This design comes from an exercise in tuning for small area on the open sky130 flow, not from production work.
In this exercise RTL edits were held to simulation tests only and were not proved equivalent to the original.
Power is estimated from default activity; no workload was simulated.

## decode_pipe
module decode_pipe (
  input  logic        i_clk,
  input  logic        i_rst,
  input  logic        i_valid_IF,
  input  logic [31:0] i_instr,
  input  logic [31:0] i_addr_IncrePC,
  input  logic        i_stall_EX,
  input  logic        i_flush,
  input  logic        i_wb_en,
  input  logic [4:0]  i_wb_addr,
  input  logic [31:0] i_wb_data,
  output logic        o_stall_IF,
  output logic        o_valid_EX,
  output logic [31:0] o_data_Rs,
  output logic [31:0] o_data_Rt,
  output logic [31:0] o_data_SignExt,
  output logic [31:0] o_addr_IncrePC,
  output logic [4:0]  o_rs,
  output logic [4:0]  o_rt,
  output logic [4:0]  o_rd,
  output logic        o_con_WrBack,
  output logic        o_con_MemRd,
  output logic        o_con_MemWr,
  output logic        o_con_Branch,
  output logic        o_con_Jump,
  output logic        o_con_AluSrc,
  output logic [3:0]  o_con_AluOp,
  output logic        o_illegal
);
==> flow/config.mk <==
export PLATFORM = sky130hd
export DESIGN_NAME = decode_pipe
export DESIGN_NICKNAME = decode_pipe
export VERILOG_FILES = /design/flow/design.v
export SDC_FILE = /design/flow/constraint.sdc
export NUM_CORES = 4
export LEC_CHECK = 0
export CAP_MARGIN = 0
export CELL_PAD_IN_SITES_DETAIL_PLACEMENT = 1
export CELL_PAD_IN_SITES_GLOBAL_PLACEMENT = 2
export CORE_MARGIN = 2
export CORE_UTILIZATION = 45
export SLEW_MARGIN = 0
export SYNTH_HIERARCHICAL = 1
==> flow/constraint.sdc <==
create_clock -name core_clock -period 8.0 [get_ports {i_clk}]
set_input_delay 1.6000 -clock core_clock [delete_from_list [all_inputs] [get_ports {i_clk}]]
set_output_delay 1.6000 -clock core_clock [all_outputs]
set_load 0.01 [all_outputs]
standard.sh (not shown) runs the stock make flow with config.mk's settings and CLKGATE_MAP_FILE= SYNTH_SCRIPT=/design/flow/synth_recipe.tcl, a recipe that flattens the netlist after the stock synthesis.
==> flow/flow/run.sh <==
#!/bin/bash
# Standard layout with the smallest port buffers and a clock tree without
# dummy loads, built from clkbuf_8 sink buffers over clusters of at most 12
# flip-flops.
set -euo pipefail
bash standard.sh \
  "BUFFER_PORTS_ARGS=-buffer_cell sky130_fd_sc_hd__buf_1" \
  "CTS_ARGS=-sink_clustering_enable -repair_clock_nets -dont_use_dummy_load -sink_clustering_size 12 -sink_clustering_max_diameter 50 -buf_list {sky130_fd_sc_hd__clkbuf_4 sky130_fd_sc_hd__clkbuf_8}" \
  finish > standard_flow.log 2>&1
The first run completed with no timing, DRC or antenna violations.
Next try:
==> flow/flow/run.sh (replaced) <==
#!/bin/bash
# Standard layout with the smallest port buffers and a clock tree without
# dummy loads, built from clkbuf_4 buffers over clusters of at most 8
# flip-flops.
set -euo pipefail
bash standard.sh \
  "BUFFER_PORTS_ARGS=-buffer_cell sky130_fd_sc_hd__buf_1" \
  "CTS_ARGS=-sink_clustering_enable -repair_clock_nets -dont_use_dummy_load -sink_clustering_size 8 -sink_clustering_max_diameter 40 -buf_list {sky130_fd_sc_hd__clkbuf_4}" \
  finish > standard_flow.log 2>&1
- GPL_TIMING_DRIVEN: not set -> 0
Non-clock buffer count went down by 20.
Die area is unchanged.
Cell count went up by 0.35%.
Next try:
==> flow/flow/run.sh (replaced) <==
#!/bin/bash
# Standard layout with smaller port buffers, a clock tree without dummy loads
# built from mid-size clock buffers, and power/area recovery after global route.
set -euo pipefail
bash standard.sh \
  "BUFFER_PORTS_ARGS=-buffer_cell sky130_fd_sc_hd__buf_1" \
  "CTS_ARGS=-sink_clustering_enable -repair_clock_nets -dont_use_dummy_load -buf_list {sky130_fd_sc_hd__clkbuf_4 sky130_fd_sc_hd__clkbuf_8}" \
  "RECOVER_POWER=100" \
  finish > standard_flow.log 2>&1
- CAP_MARGIN: 0 -> 20
- GPL_TIMING_DRIVEN: 0 -> not set
- SLEW_MARGIN: 0 -> 20
The changed run finished but fails on max-capacitance violations, max-slew violations.
Global-route usage goes up by 1.1 points.
Cell count climbs by 0.50%.
Clock power is higher by 39%.
Die area does not change.
Critical path depth shrinks by 6.
Sequential power is higher by about 1%.
Power grows by 9.9%.
Core utilization falls by 0.38 points.
Routed wire length climbs by 2.5%.
Sequential share of layout area is higher by 0.34 points.
Synthesized area stays the same.

-- afterwards: timing with drivers on the ports --
The flow's constraints put no driver on any port. The routed layouts listed below were extracted and timed again, unchanged, in two steps.
Step 1 (the two cells are an assumption about what drives the block):
set clk [get_ports {i_clk}]
set_driving_cell -lib_cell sky130_fd_sc_hd__clkbuf_16 $clk
set_driving_cell -lib_cell sky130_fd_sc_hd__buf_2 [delete_from_list [all_inputs] $clk]
Step 2 moves the port delays by t, midway between the first and last clock arrival at a register: inputs arrive t later, outputs are due t later. That takes back most of the time a late clock gives input paths.
Three values: ideal ports, drivers, drivers and shift; two values: the first two.
run | t, ns | setup WS [ns] | hold slack, ns | worst setup path at the end
the first run | 0.906 | 2.277 / 2.322 / 1.415 | 0.467 / 0.467 / 0.467 | input to register
the second run | 1.200 | 2.878 / 2.811 / 1.612 | 0.473 / 0.473 / 0.473 | input to register
the third run | 0.930 | 1.643 / 1.652 / 0.722 | 0.470 / 0.470 / 0.470 | input to register
For the second run, which loses most, drivers alone change the setup slack by -0.067 ns; drivers and shift together by -1.266 ns.
